From an optimization exercise on the open Yosys and OpenROAD flow, aimed at small area; shortcuts taken in it are not production practice. Function was checked by simulation only, so behaviour that the tests miss may differ from the original. Power is estimated from default activity; no workload was simulated.

Setup of fjord:
==> flow/design.v <==
module register_file #(
    parameter int WIDTH = 32,
    parameter int ADDR  = 5
) (
    input  logic             clk,
    input  logic             reset,
    input  logic             RegWr,
    input  logic [ADDR-1:0]  Rw,
    input  logic [ADDR-1:0]  Ra,
    input  logic [ADDR-1:0]  Rb,
    input  logic [WIDTH-1:0] busW,
    output logic [WIDTH-1:0] busA,
    output logic [WIDTH-1:0] busB
);
    localparam int DEPTH = 2 ** ADDR;
    localparam int NG    = (DEPTH - 1) / 3;    
    logic [WIDTH-1:0] regs [1:DEPTH-1];
    logic [DEPTH-1:1] valid;
    logic [DEPTH-1:1] we, wen;
    always_comb begin
        for (int i = 1; i < DEPTH; i++) begin
            we[i]  = RegWr && (Rw == ADDR'(i));
            wen[i] = !we[i];
        end
    end
    always_ff @(posedge clk or posedge reset) begin
        if (reset) valid <= '0;
        else       valid <= valid | we;
    end
    for (genvar i = 1; i < DEPTH; i++) begin : g_row
        logic [WIDTH-1:0] d;
        for (genvar b = 0; b < WIDTH; b++) begin : g_bit
            rf_ao22 u_hold (.a1(regs[i][b]), .a2(wen[i]), .b1(busW[b]), .b2(we[i]), .y(d[b]));
        end
        always_ff @(posedge clk) regs[i] <= d;
    end
    logic [DEPTH-1:1] selA, selB;
    always_comb begin
        for (int i = 1; i < DEPTH; i++) begin
            selA[i] = valid[i] && (Ra == ADDR'(i));
            selB[i] = valid[i] && (Rb == ADDR'(i));
        end
    end
    for (genvar b = 0; b < WIDTH; b++) begin : g_rd
        logic [DEPTH-1:1] c;
        for (genvar i = 1; i < DEPTH; i++) begin : g_c
            assign c[i] = regs[i][b];
        end
        rf_read #(.N(DEPTH - 1)) u_a (.sel(selA), .d(c), .y(busA[b]));
        rf_read #(.N(DEPTH - 1)) u_b (.sel(selB), .d(c), .y(busB[b]));
    end
endmodule
module rf_read #(
    parameter int N = 31
) (
    input  logic [N:1] sel,
    input  logic [N:1] d,
    output logic       y
);
    logic [10:0] t;
    for (genvar g = 0; g < 10; g++) begin : g_aoi
        rf_aoi222 u (.a1(sel[3*g+1]), .a2(d[3*g+1]),
                     .b1(sel[3*g+2]), .b2(d[3*g+2]),
                     .c1(sel[3*g+3]), .c2(d[3*g+3]), .y(t[g]));
    end
    rf_nand2 u_last (.a(sel[31]), .b(d[31]), .y(t[10]));
    logic [2:0] p;
    rf_nand4 u_n0 (.a(t[0]), .b(t[1]), .c(t[2]), .d(t[3]), .y(p[0]));
    rf_nand4 u_n1 (.a(t[4]), .b(t[5]), .c(t[6]), .d(t[7]), .y(p[1]));
    rf_nand3 u_n2 (.a(t[8]), .b(t[9]), .c(t[10]), .y(p[2]));
    rf_or3   u_o  (.a(p[0]), .b(p[1]), .c(p[2]), .y(y));
endmodule
module rf_ao22 (input logic a1, a2, b1, b2, output logic y);
    assign y = (a1 & a2) | (b1 & b2);
endmodule
module rf_aoi222 (input logic a1, a2, b1, b2, c1, c2, output logic y);
    assign y = !((a1 & a2) | (b1 & b2) | (c1 & c2));
endmodule
module rf_nand2 (input logic a, b, output logic y);
    assign y = !(a & b);
endmodule
module rf_nand3 (input logic a, b, c, output logic y);
    assign y = !(a & b & c);
endmodule
module rf_nand4 (input logic a, b, c, d, output logic y);
    assign y = !(a & b & c & d);
endmodule
module rf_or3 (input logic a, b, c, output logic y);
    assign y = a | b | c;
endmodule
Settings: LEC_CHECK=0, CAP_MARGIN=20, CORE_MARGIN=2, CORE_UTILIZATION=55, SLEW_MARGIN=20, SYNTH_HIERARCHICAL=1; clock period 6.0 ns.
run.sh (not shown) runs the stock make flow with config.mk's settings and CLKGATE_MAP_FILE= SYNTH_SCRIPT=/design/flow/synth_recipe.tcl, a recipe that flattens the netlist after the stock synthesis.
The final report for fjord shows a completed flow and a layout that fails verification, specifically setup timing.
The following lists how tundra was set up differently from fjord:
==> flow/flow/run.sh (new file) <==
#!/bin/bash
# The standard layout (standard.sh, which runs ORFS and writes out/final.def)
# with two changes: the port buffers are the smallest buffer, and clock tree
# synthesis uses clkbuf_8 for clusters of at most 12 flip-flops within 60 um
# and inserts no dummy loads. ORFS writes each step's log under orfs/logs/;
# make's own output goes to standard_make.log.
set -uo pipefail
export BUFFER_PORTS_ARGS="-buffer_cell sky130_fd_sc_hd__buf_1"
export CTS_ARGS="-sink_clustering_enable -repair_clock_nets -dont_use_dummy_load -buf_list sky130_fd_sc_hd__clkbuf_8 -sink_clustering_size 12 -sink_clustering_max_diameter 60"
bash standard.sh finish > standard_make.log 2>&1
==> flow/standard.sh (new file) <==
#!/bin/bash
# synth_recipe.tcl (not shown) runs the flow's synth.tcl, then flattens the netlist and writes it again
# the make line also repeats each setting of config.mk as NAME=value (left out here)
make -C /OpenROAD-flow-scripts/flow DESIGN_CONFIG=/design/flow/config.mk WORK_HOME=/design/flow/orfs CLKGATE_MAP_FILE= SYNTH_SCRIPT=/design/flow/synth_recipe.tcl "${@:-finish}"
-- flow/config.mk --
<<< fjord, line 8
export CAP_MARGIN = 20
export CORE_MARGIN = 2
export CORE_UTILIZATION = 55
export SLEW_MARGIN = 20
export SYNTH_HIERARCHICAL = 1
>>> tundra, line 8
export CAP_MARGIN = 20
export CORE_MARGIN = 2
export CORE_UTILIZATION = 45
export SLEW_MARGIN = 20
export SYNTH_HIERARCHICAL = 1
removed: flow/run.sh
## What came out
- Of fjord and tundra, only fjord fails to finish with a clean layout.
- Cell with the biggest individual delay on the critical path: sky130_fd_sc_hd__nand4_1 -> fjord, sky130_fd_sc_hd__or3_1 -> tundra
- [compare] base=fjord new=tundra: share of synthesized flip-flops with an asynchronous set or reset essentially unchanged; share of the clock period used by the worst path fell 5.2 points; count of clock-buffer cells in the layout -35%.
- Per the comparison of tundra with fjord, count of standard-cell rows went up; worst setup skew after layout did not really move; achievable clock frequency went up; combinational fraction of design power went up.
### tundra -> sierra
==> flow/flow/run.sh <==
#!/bin/bash
# The standard layout (standard.sh, which runs ORFS and writes out/final.def)
# with two changes: the port buffers are the smallest buffer, and clock tree
# synthesis uses clkbuf_4 for clusters of at most 8 flip-flops within 50 um
# and inserts no dummy loads. ORFS writes each step's log under orfs/logs/;
# make's own output goes to standard_make.log.
set -uo pipefail
export BUFFER_PORTS_ARGS="-buffer_cell sky130_fd_sc_hd__buf_1"
export CTS_ARGS="-sink_clustering_enable -repair_clock_nets -dont_use_dummy_load -buf_list sky130_fd_sc_hd__clkbuf_4 -sink_clustering_size 8 -sink_clustering_max_diameter 50"
bash standard.sh finish > standard_make.log 2>&1
==> flow/config.mk <==
export PLATFORM = sky130hd
export DESIGN_NAME = register_file
export DESIGN_NICKNAME = register_file
export VERILOG_FILES = /design/flow/design.v
export SDC_FILE = /design/flow/constraint.sdc
export NUM_CORES = 4
export LEC_CHECK = 0
export CAP_MARGIN = 10
export CORE_MARGIN = 2
export CORE_UTILIZATION = 55
export SLEW_MARGIN = 10
export SYNTH_HIERARCHICAL = 1
Findings:
sierra gives less met1 layer wirelength in the final routing than tundra did.
| area of the core | lower: sierra |
Cell area after placement was lower in sierra than in tundra.
sierra — first-pass GRT wire length 2.1% lower, tundra as reference
Type of the most critical hold path: reg -> reg -> tundra, in -> async -> sierra
The final reports for sierra and tundra show number of antenna violations at the first check in global routing higher in the former.
In sierra the fmax turned out 0.0069 GHz higher than in tundra.
Looking at clock-pin slew on the worst setup and hold paths across tundra and sierra, the one that comes out higher is sierra.
The lower clock power share of tundra and sierra is in sierra.
Looking at vertical extent of the die across tundra and sierra, the one that comes out lower is sierra.
diff inputs: sierra => raven
==> flow/flow/run.sh <==
#!/bin/bash
# The standard layout (standard.sh, which runs ORFS and writes out/final.def)
# with three changes: the port buffers are the smallest buffer, clock tree
# synthesis inserts no dummy loads, and after global routing the resizer
# downsizes gates on paths with positive slack.
set -uo pipefail
export BUFFER_PORTS_ARGS="-buffer_cell sky130_fd_sc_hd__buf_1"
export CTS_ARGS="-sink_clustering_enable -repair_clock_nets -dont_use_dummy_load"
export RECOVER_POWER=100
bash standard.sh finish > standard_make.log 2>&1
==> flow/config.mk <==
export PLATFORM = sky130hd
export DESIGN_NAME = register_file
export DESIGN_NICKNAME = register_file
export VERILOG_FILES = /design/flow/design.v
export SDC_FILE = /design/flow/constraint.sdc
export NUM_CORES = 4
export LEC_CHECK = 0
export CAP_MARGIN = 20
export CORE_MARGIN = 2
export CORE_UTILIZATION = 45
export SLEW_MARGIN = 20
export SYNTH_HIERARCHICAL = 1
Findings:
- Among sierra and raven, a clean, completed layout was produced by sierra alone.
- The lower final total power came out of sierra.
- Peak supply drop, sierra and raven, lower one = sierra.
- Minimum period implied by the final worst setup slack (raven over sierra): increase, 0.22 ns
- sierra → raven: clock network contribution to total cell area moved up; internal power of the cells +about 18%; setup slack dropped 0.22 ns.
- Route | raven vs sierra | wire longer in raven

---

== build 77 ==
Starts from the design.v that is shown in full above.
clock: 6.0 ns
lec_check: 0
cap_margin: 20
core_margin: 2
core_utilization: 55
slew_margin: 20
synth_hierarchical: 1
standard.sh (not shown) runs the stock make flow with config.mk's settings and CLKGATE_MAP_FILE= SYNTH_SCRIPT=/design/flow/synth_recipe.tcl, a recipe that flattens the netlist after the stock synthesis.
==> flow/flow/run.sh <==
#!/bin/bash
# The standard layout (standard.sh, which runs ORFS and writes out/final.def)
# with two changes: the port buffers are the smallest buffer, and clock tree
# synthesis uses clkbuf_8 for clusters of at most 14 flip-flops within 70 um
# and inserts no dummy loads. ORFS writes each step's log under orfs/logs/;
# make's own output goes to standard_make.log.
set -uo pipefail
export BUFFER_PORTS_ARGS="-buffer_cell sky130_fd_sc_hd__buf_1"
export CTS_ARGS="-sink_clustering_enable -repair_clock_nets -dont_use_dummy_load -buf_list sky130_fd_sc_hd__clkbuf_8 -sink_clustering_size 14 -sink_clustering_max_diameter 70"
bash standard.sh finish > standard_make.log 2>&1
The inputs of build 26 differ from those of build 77 as listed below.
Settings: PLACE_DENSITY newly set to 0.55; CORE_UTILIZATION changed from 55 to 45.
==> flow/flow/run.sh <==
#!/bin/bash
# The standard layout (standard.sh, which runs ORFS and writes out/final.def)
# with these changes: the port buffers are the smallest buffer; clock tree
# synthesis uses clkbuf_8 for clusters of at most 12 flip-flops within 60 um
# and inserts no dummy loads; after global routing the resizer downsizes gates
# on paths with positive slack. ORFS writes each step's log under orfs/logs/.
set -uo pipefail
export BUFFER_PORTS_ARGS="-buffer_cell sky130_fd_sc_hd__buf_1"
export CTS_ARGS="-sink_clustering_enable -repair_clock_nets -dont_use_dummy_load -buf_list sky130_fd_sc_hd__clkbuf_8 -sink_clustering_size 12 -sink_clustering_max_diameter 60"
export RECOVER_POWER=100
bash standard.sh finish > standard_make.log 2>&1
### Flow results
Area of the die delta (build 26 − build 77): unfavourable
NOTE detailed-route wire length on metal 1 build 77->build 26 increased by more than 10%
Of build 26 and build 77, it is build 26 that has the higher maximum frequency.
On wire length, the higher figure sits with build 26, not build 77.
Routed length on met3, build 26 vs build 77: down by a little under 10%
Initial core utilization down 10 points in build 26 wrt build 77
Of build 26 and build 77, build 77 shows the higher sequential share of layout area, with build 26 below it.
As of build 26, final total power had risen by a few percent compared to build 77.
Build 26 finished all stages; however, its layout fails the closing checks, the failures being capacitance limit, slew limit.
Build 26 vs build 77 — design area climbed slightly
Going from build 77 to build 26, buffer share of cell area shrinks by 0.69 points.
Modified inputs, build 48 compared to build 26
Settings: CAP_MARGIN: 20 -> 10; PLACE_DENSITY: 0.55 -> unset; CORE_UTILIZATION: 45 -> 55; SLEW_MARGIN: 20 -> 10.
==> flow/flow/run.sh <==
#!/bin/bash
# The standard layout (standard.sh, which runs ORFS and writes out/final.def)
# with two changes: the port buffers are the smallest buffer, and clock tree
# synthesis uses clkbuf_8 for clusters of at most 14 flip-flops within 70 um
# and inserts no dummy loads. ORFS writes each step's log under orfs/logs/;
# make's own output goes to standard_make.log.
set -uo pipefail
export BUFFER_PORTS_ARGS="-buffer_cell sky130_fd_sc_hd__buf_1"
export CTS_ARGS="-sink_clustering_enable -repair_clock_nets -dont_use_dummy_load -buf_list sky130_fd_sc_hd__clkbuf_8 -sink_clustering_size 14 -sink_clustering_max_diameter 70"
bash standard.sh finish > standard_make.log 2>&1
[summary]
- Looking across build 48 and build 26, the single run that reached the end with no open violations was build 48.
- [build 26] flow finished | final checks: failed | reasons: capacitance limit, slew limit
- Build 48 improves on build 26 in worst setup margin.
- Final design utilization in build 48 vs build 26: up 11 points
- Build 48 and build 26 ended up with roughly the same via count.
- Build 48 against build 26: proportion of layout cells with a drive suffix above 1 has decreased, y dimension of the die has decreased.

## port drivers added, routing unchanged
No port has a modelled driver above. Below, the same layouts with a new extraction and two added sets of constraints.
Step 1: set_driving_cell puts a clkbuf_16 on clk and a buf_2 on each other input, an assumption about the parent block.
Step 2 also shifts input and output timing later by t, the mid clock arrival at the registers, as if the neighbouring blocks saw the same clock.
Three values: no drivers, after step 1, after step 2; two values: the first two.
| run | t (ns) | slack for setup (ns) | latest minus earliest clock arrival (ns) |
|---|---|---|---|
| fjord | 0.741 | -0.088 / -0.109 / -0.109 | 0.032 / 0.032 |
| tundra | 0.821 | 0.223 / 0.198 / 0.198 | 0.058 / 0.058 |
| sierra | 1.101 | 0.445 / 0.410 / 0.410 | 0.093 / 0.093 |
| raven | 0.746 | 0.220 / 0.196 / 0.196 | 0.068 / 0.068 |
| build 77 | 0.782 | 0.298 / 0.267 / 0.267 | 0.078 / 0.077 |
| build 26 | 0.815 | 0.339 / 0.313 / 0.053 | 0.055 / 0.055 |
| build 48 | 0.793 | 0.474 / 0.439 / 0.439 | 0.057 / 0.057 |
For build 26, which loses most, drivers alone change the setup slack by -0.026 ns; drivers and shift together by -0.286 ns.
